Source: an optimization exercise on an open RTL-to-GDS flow (aim: small area, a short achievable clock period and few clock cycles per item). Production flows keep margins and buffers that such runs may drop. The RTL was checked by simulation tests, not by an equivalence proof against the original design. No activity file was given, so power comes from the tool's default toggle rates. No driver is modelled on the clock port, so clocking that relies on it looks cheaper here than on a real chip.

==> flow/design.v <==
module imf_aoi22 (
  input  logic s0, d0, s1, d1,
  output logic yn
);
  assign yn = ~((s0 & d0) | (s1 & d1));
endmodule
module imf_a21o (
  input  logic a, b, c,
  output logic y
);
  assign y = (a & b) | c;
endmodule
module imf_nand #(
  parameter int N = 4
) (
  input  logic [N-1:0] a,
  output logic         y
);
  assign y = ~(&a);
endmodule
module imf_nor #(
  parameter int N = 2
) (
  input  logic [N-1:0] a,
  output logic         y
);
  assign y = ~(|a);
endmodule
module imf_ao32 (
  input  logic [31:0] sel,
  input  logic [31:0] d,
  output logic        y
);
  logic [15:0] l1;    
  logic [3:0]  l2;    
  logic [1:0]  l3;    
  for (genvar g = 0; g < 16; g++) begin : g_l1
    imf_aoi22 u (.s0(sel[2*g]), .d0(d[2*g]), .s1(sel[2*g+1]), .d1(d[2*g+1]), .yn(l1[g]));
  end
  for (genvar g = 0; g < 4; g++) begin : g_l2
    imf_nand #(.N(4)) u (.a(l1[4*g +: 4]), .y(l2[g]));
  end
  for (genvar g = 0; g < 2; g++) begin : g_l3
    imf_nor #(.N(2)) u (.a(l2[2*g +: 2]), .y(l3[g]));
  end
  imf_nand #(.N(2)) u_l4 (.a(l3), .y(y));
endmodule
module imf_hold #(
  parameter int W = 1
) (
  input  logic         en,
  input  logic [W-1:0] d,
  input  logic [W-1:0] q,
  output logic [W-1:0] y
);
  assign y = en ? d : q;
endmodule
module imf_wmux #(
  parameter int W = 16
) (
  input  logic         we,
  input  logic         hold,
  input  logic [W-1:0] d,
  input  logic [W-1:0] q,
  output logic [W-1:0] y
);
  assign y = ({W{we}} & d) | ({W{hold}} & q);
endmodule
module imf_sel2 #(
  parameter int NA = 4,
  parameter int NB = 8
) (
  input  logic [NA-1:0]    pa,
  input  logic [NB-1:0]    pb,
  output logic [NA*NB-1:0] sel
);
  always_comb begin
    for (int i = 0; i < NA * NB; i++) sel[i] = pa[i % NA] & pb[i / NA];
  end
endmodule
module instr_mem_fetch #(
  parameter int                DATA_W = 16,
  parameter int                ADDR_W = 16,
  parameter int                DEPTH  = 128,
  parameter logic [DATA_W-1:0] NOP    = '0
) (
  input  logic              clk,
  input  logic              rst_n,
  input  logic              ld_start,
  input  logic              ld_valid,
  input  logic [DATA_W-1:0] ld_data,
  input  logic              ld_last,
  output logic              ld_ovf,
  output logic              running,
  input  logic              req_valid,
  input  logic [ADDR_W-1:0] req_addr,
  output logic              req_ready,
  output logic              rsp_valid,
  output logic [DATA_W-1:0] rsp_instr,
  output logic [ADDR_W-1:0] rsp_addr,
  output logic              rsp_err,
  input  logic              rsp_ready
);
  localparam int IDX_W = 7;
  localparam int NL = 4;             
  localparam int NG = DEPTH / NL;    
  logic [DATA_W-1:0] mem [0:DEPTH-1];
  logic running_n;
  assign running_n = rst_n & ~ld_start & (running | (ld_valid & ld_last));
  always_ff @(posedge clk) running <= running_n;
  logic [NL-1:0]     wa;
  logic [NG-1:0]     wg;
  logic              wfull;
  logic              wr_q;
  logic [DATA_W-1:0] wd_q;
  logic              ld_accept;
  logic              mem_we;
  logic              last_slot;
  logic [NL-1:0]     wae;
  logic [NL-1:0]     wae_q;
  logic [DEPTH-1:0]  wsel;
  assign ld_accept = ~running & ld_valid & ~ld_start;
  assign mem_we    = rst_n & ld_accept & ~wfull;
  assign last_slot = wg[NG-1] & (wr_q ? wa[NL-2] : wa[NL-1]);
  always_ff @(posedge clk) begin
    wr_q <= mem_we;
    if (mem_we) wd_q <= ld_data;
  end
  always_ff @(posedge clk)
    wae_q <= {NL{mem_we}} & (wr_q ? {wa[NL-2:0], wa[NL-1]} : wa);
  assign wae = wae_q;
  imf_sel2 #(.NA(NL), .NB(NG)) u_wsel (.pa(wae), .pb(wg), .sel(wsel));
  for (genvar i = 0; i < DEPTH; i++) begin : g_word
    logic [DATA_W-1:0] word_d;
    logic hold;
    assign hold = ~wsel[i];
    for (genvar b = 0; b < DATA_W; b++) begin : g_bit
      imf_wmux #(.W(1)) u_wmux (.we(wsel[i]), .hold(hold), .d(wd_q[b]), .q(mem[i][b]), .y(word_d[b]));
    end
    always_ff @(posedge clk) mem[i] <= word_d;
  end
  always_ff @(posedge clk) begin
    if (!rst_n || ld_start) begin
      wa <= NL'(1);
      wg <= NG'(1);
    end else if (wr_q) begin
      wa <= {wa[NL-2:0], wa[NL-1]};
      if (wa[NL-1]) wg <= {wg[NG-2:0], wg[NG-1]};
    end
  end
  always_ff @(posedge clk) begin
    if (!rst_n || ld_start) begin
      wfull  <= 1'b0;
      ld_ovf <= 1'b0;
    end else if (ld_accept) begin
      if (wfull)          ld_ovf <= 1'b1;
      else if (last_slot) wfull  <= 1'b1;
    end
  end
  localparam int AW = 1 + ADDR_W;              
  logic                s1_v;
  logic [ADDR_W-1:0]   s1_addr;
  logic                s1_err;
  logic [NL-1:0]       s1_lo;                  
  logic [DATA_W-1:0]   s1_word [0:NL-1];       
  logic req_fire;
  logic req_in_range;
  logic [3:0]        pb;
  logic [7:0]        pc;
  logic [NL-1:0]     plo;
  logic [NG-1:0]     grp;
  logic [DATA_W-1:0] grp_word [0:NL-1];
  logic rdy_q;
  logic run2_q;
  logic out_en;
  logic s1_en;
  logic s1_v_n;
  logic rsp_valid_n;
  assign out_en       = ~rsp_valid | rsp_ready;
  assign s1_en        = ~s1_v | out_en;
  assign req_fire     = req_valid & (rdy_q | (run2_q & rsp_ready));
  assign req_in_range = (req_addr[ADDR_W-1:IDX_W] == '0);
  imf_a21o u_req_ready (.a(run2_q), .b(rsp_ready), .c(rdy_q), .y(req_ready));
  always_comb begin
    for (int i = 0; i < NL; i++) plo[i] = (req_addr[1:0] == 2'(i));
    for (int i = 0; i < 4; i++)  pb[i]  = (req_addr[3:2] == 2'(i));
    for (int i = 0; i < 8; i++)  pc[i]  = (req_addr[6:4] == 3'(i));
  end
  imf_sel2 #(.NA(4), .NB(8)) u_grp (.pa(pb), .pb(pc), .sel(grp));
  for (genvar k = 0; k < NL; k++) begin : g_lane
    for (genvar b = 0; b < DATA_W; b++) begin : g_bit
      logic [NG-1:0] col;
      for (genvar j = 0; j < NG; j++) begin : g_w
        assign col[j] = mem[NL*j+k][b];
      end
      imf_ao32 u_ao (.sel(grp), .d(col), .y(grp_word[k][b]));
    end
  end
  assign s1_v_n      = rst_n & ~ld_start & (s1_en ? req_fire : s1_v);
  assign rsp_valid_n = rst_n & ~ld_start & (out_en ? s1_v : rsp_valid);
  always_ff @(posedge clk) begin
    s1_v      <= s1_v_n;
    rsp_valid <= rsp_valid_n;
    run2_q    <= running_n & running;
    rdy_q     <= running_n & running & ~(s1_v_n & rsp_valid_n);
  end
  always_ff @(posedge clk) begin
    if (req_fire) begin
      s1_addr <= req_addr;
      s1_err  <= ~req_in_range;
      s1_lo   <= plo;
      for (int k = 0; k < NL; k++) s1_word[k] <= grp_word[k];
    end
  end
  logic          sel_q;       
  logic [NL-1:0] sel_lane;    
  assign sel_q    = ~out_en;
  assign sel_lane = s1_lo & {NL{out_en & ~s1_err}};
  logic [DATA_W-1:0] out_instr_d;
  logic [AW-1:0]     out_ae_d;
  for (genvar b = 0; b < DATA_W; b++) begin : g_out
    logic [2:0] t;
    imf_aoi22 u_t0 (.s0(sel_lane[0]), .d0(s1_word[0][b]), .s1(sel_lane[1]), .d1(s1_word[1][b]), .yn(t[0]));
    imf_aoi22 u_t1 (.s0(sel_lane[2]), .d0(s1_word[2][b]), .s1(sel_lane[3]), .d1(s1_word[3][b]), .yn(t[1]));
    imf_nand #(.N(2)) u_t2 (.a({sel_q, rsp_instr[b]}), .y(t[2]));
    imf_nand #(.N(3)) u_t (.a(t), .y(out_instr_d[b]));
  end
  imf_hold #(.W(AW)) u_hold_ae (.en(out_en), .d({s1_err, s1_addr}), .q({rsp_err, rsp_addr}), .y(out_ae_d));
  always_ff @(posedge clk) begin
    rsp_instr           <= out_instr_d;
    {rsp_err, rsp_addr} <= out_ae_d;
  end
endmodule
clock: 3.3 ns
lec_check: 0
cap_margin: 20
core_margin: 2
core_utilization: 65
setup_slack_margin: 1.3
slew_margin: 20
synth_hierarchical: 1
synth_minimum_keep_size: 0
standard.sh (not shown) runs the stock make flow with config.mk's settings and CLKGATE_MAP_FILE= SYNTH_SCRIPT=/design/flow/synth_recipe.tcl, a recipe that flattens the netlist after the stock synthesis.
==> flow/flow/run.sh <==
#!/bin/bash
# Layout: the standard ORFS flow (standard.sh) with these make settings:
#  - ABC maps for a light load (ABC_LOAD_IN_FF=1), so the many small read
#    and write gates come out at drive strength 1; the resizer sizes up the
#    ones on critical paths,
#  - port buffers use buf_4 (the default pick is a delay cell),
#  - the resizer may swap cells across footprints (so it can size those),
#  - CTS without dummy loads and with larger sink clusters (fewer buffers).
# All output goes to flow_make.log in this folder; ORFS keeps its per-step
# logs under orfs/logs.
set -euo pipefail
bash standard.sh \
  "ABC_LOAD_IN_FF=1" \
  "MATCH_CELL_FOOTPRINT=0" \
  "BUFFER_PORTS_ARGS=-buffer_cell sky130_fd_sc_hd__buf_4" \
  "CTS_ARGS=-sink_clustering_enable -repair_clock_nets -dont_use_dummy_load -sink_clustering_size 30 -sink_clustering_max_diameter 100" \
  finish > flow_make.log 2>&1
Testbench counts at the start, summed over its fixed seeds: cycles 29,206, items 24,000.
==> next run, changes <==
--- a/flow/design.v
+++ b/flow/design.v
@@ -26,25 +26,25 @@
 );
   assign y = ~(|a);
 endmodule
 module imf_ao32 (
-  input  logic [31:0] sel,
+  input  logic [3:0]  pb,
+  input  logic [7:0]  pc,
   input  logic [31:0] d,
   output logic        y
 );
   logic [15:0] l1;    
-  logic [3:0]  l2;    
-  logic [1:0]  l3;    
-  for (genvar g = 0; g < 16; g++) begin : g_l1
-    imf_aoi22 u (.s0(sel[2*g]), .d0(d[2*g]), .s1(sel[2*g+1]), .d1(d[2*g+1]), .yn(l1[g]));
-  end
-  for (genvar g = 0; g < 4; g++) begin : g_l2
-    imf_nand #(.N(4)) u (.a(l1[4*g +: 4]), .y(l2[g]));
-  end
-  for (genvar g = 0; g < 2; g++) begin : g_l3
-    imf_nor #(.N(2)) u (.a(l2[2*g +: 2]), .y(l3[g]));
-  end
-  imf_nand #(.N(2)) u_l4 (.a(l3), .y(y));
+  logic [7:0]  m;     
+  logic [3:0]  l3;    
+  for (genvar c = 0; c < 8; c++) begin : g_c
+    imf_aoi22 u_a (.s0(pb[0]), .d0(d[4*c+0]), .s1(pb[1]), .d1(d[4*c+1]), .yn(l1[2*c]));
+    imf_aoi22 u_b (.s0(pb[2]), .d0(d[4*c+2]), .s1(pb[3]), .d1(d[4*c+3]), .yn(l1[2*c+1]));
+    imf_nand #(.N(2)) u_m (.a(l1[2*c +: 2]), .y(m[c]));
+  end
+  for (genvar g = 0; g < 4; g++) begin : g_o
+    imf_aoi22 u (.s0(pc[2*g]), .d0(m[2*g]), .s1(pc[2*g+1]), .d1(m[2*g+1]), .yn(l3[g]));
+  end
+  imf_nand #(.N(4)) u_y (.a(l3), .y(y));
 endmodule
 module imf_hold #(
   parameter int W = 1
 ) (
@@ -167,9 +167,8 @@
   logic req_in_range;
   logic [3:0]        pb;
   logic [7:0]        pc;
   logic [NL-1:0]     plo;
-  logic [NG-1:0]     grp;
   logic [DATA_W-1:0] grp_word [0:NL-1];
   logic rdy_q;
   logic run2_q;
   logic out_en;
@@ -185,16 +184,15 @@
     for (int i = 0; i < NL; i++) plo[i] = (req_addr[1:0] == 2'(i));
     for (int i = 0; i < 4; i++)  pb[i]  = (req_addr[3:2] == 2'(i));
     for (int i = 0; i < 8; i++)  pc[i]  = (req_addr[6:4] == 3'(i));
   end
-  imf_sel2 #(.NA(4), .NB(8)) u_grp (.pa(pb), .pb(pc), .sel(grp));
   for (genvar k = 0; k < NL; k++) begin : g_lane
     for (genvar b = 0; b < DATA_W; b++) begin : g_bit
       logic [NG-1:0] col;
       for (genvar j = 0; j < NG; j++) begin : g_w
         assign col[j] = mem[NL*j+k][b];
       end
-      imf_ao32 u_ao (.sel(grp), .d(col), .y(grp_word[k][b]));
+      imf_ao32 u_ao (.pb(pb), .pc(pc), .d(col), .y(grp_word[k][b]));
     end
   end
   assign s1_v_n      = rst_n & ~ld_start & (s1_en ? req_fire : s1_v);
   assign rsp_valid_n = rst_n & ~ld_start & (out_en ? s1_v : rsp_valid);
Outcome:
- The new run ran to the end with no violations
- die area came out higher by about 2.2%
- final area goes down by 0.44%
- first-iteration DRC count fell by about 1.8%
- global-route usage fell by 1.3 points
- power goes up by about 1.1%
- worst setup slack improved by 0.016 ns
- non-clock buffer count shrinks by 93
- routed wire length fell by 2.3%
- sequential cell count does not change
- hold slack is better by 0.015 ns
- area after synthesis is higher by about 2.2%
- synthesized cell count rises by about 5.6%
- fmax goes up by 0.76%
- clock skew is higher by 0.0054 ns
Testbench counts after the change, summed over its fixed seeds: cycles 29,206, items 24,000.

-- what the ideal ports hide --
How much do the figures lean on ideal ports? The routed layouts below were timed once more, with nothing changed but the port constraints.
Step 1 sets driving cells, clkbuf_16 on the clock port and buf_2 on the other inputs (assumed; they add their load-dependent delay and slew).
Step 2 adds t to the input delays and takes it off the output delays; t is the mean of the earliest and latest rising clock arrival at the registers after step 1. Input paths then give back, and output paths get back, about the clock's delay inside the block.
a / b / c = no drivers / after step 1 / after step 2; a / b = the first two.
run | shift t [ns] | setup slack, ns | worst register clock-pin slew, ns | worst data-port slew with drivers (ns)
the first run | 0.796 | 1.187 / 1.219 / 0.423 | 0.12 / 0.12 | 0.08
the second run | 0.783 | 1.203 / 1.230 / 0.474 | 0.12 / 0.12 | 0.04
After both steps setup and hold are still met in every run listed. The setup slack of the first run, which loses most, moves by +0.032 ns with the drivers and by -0.764 ns with both steps.
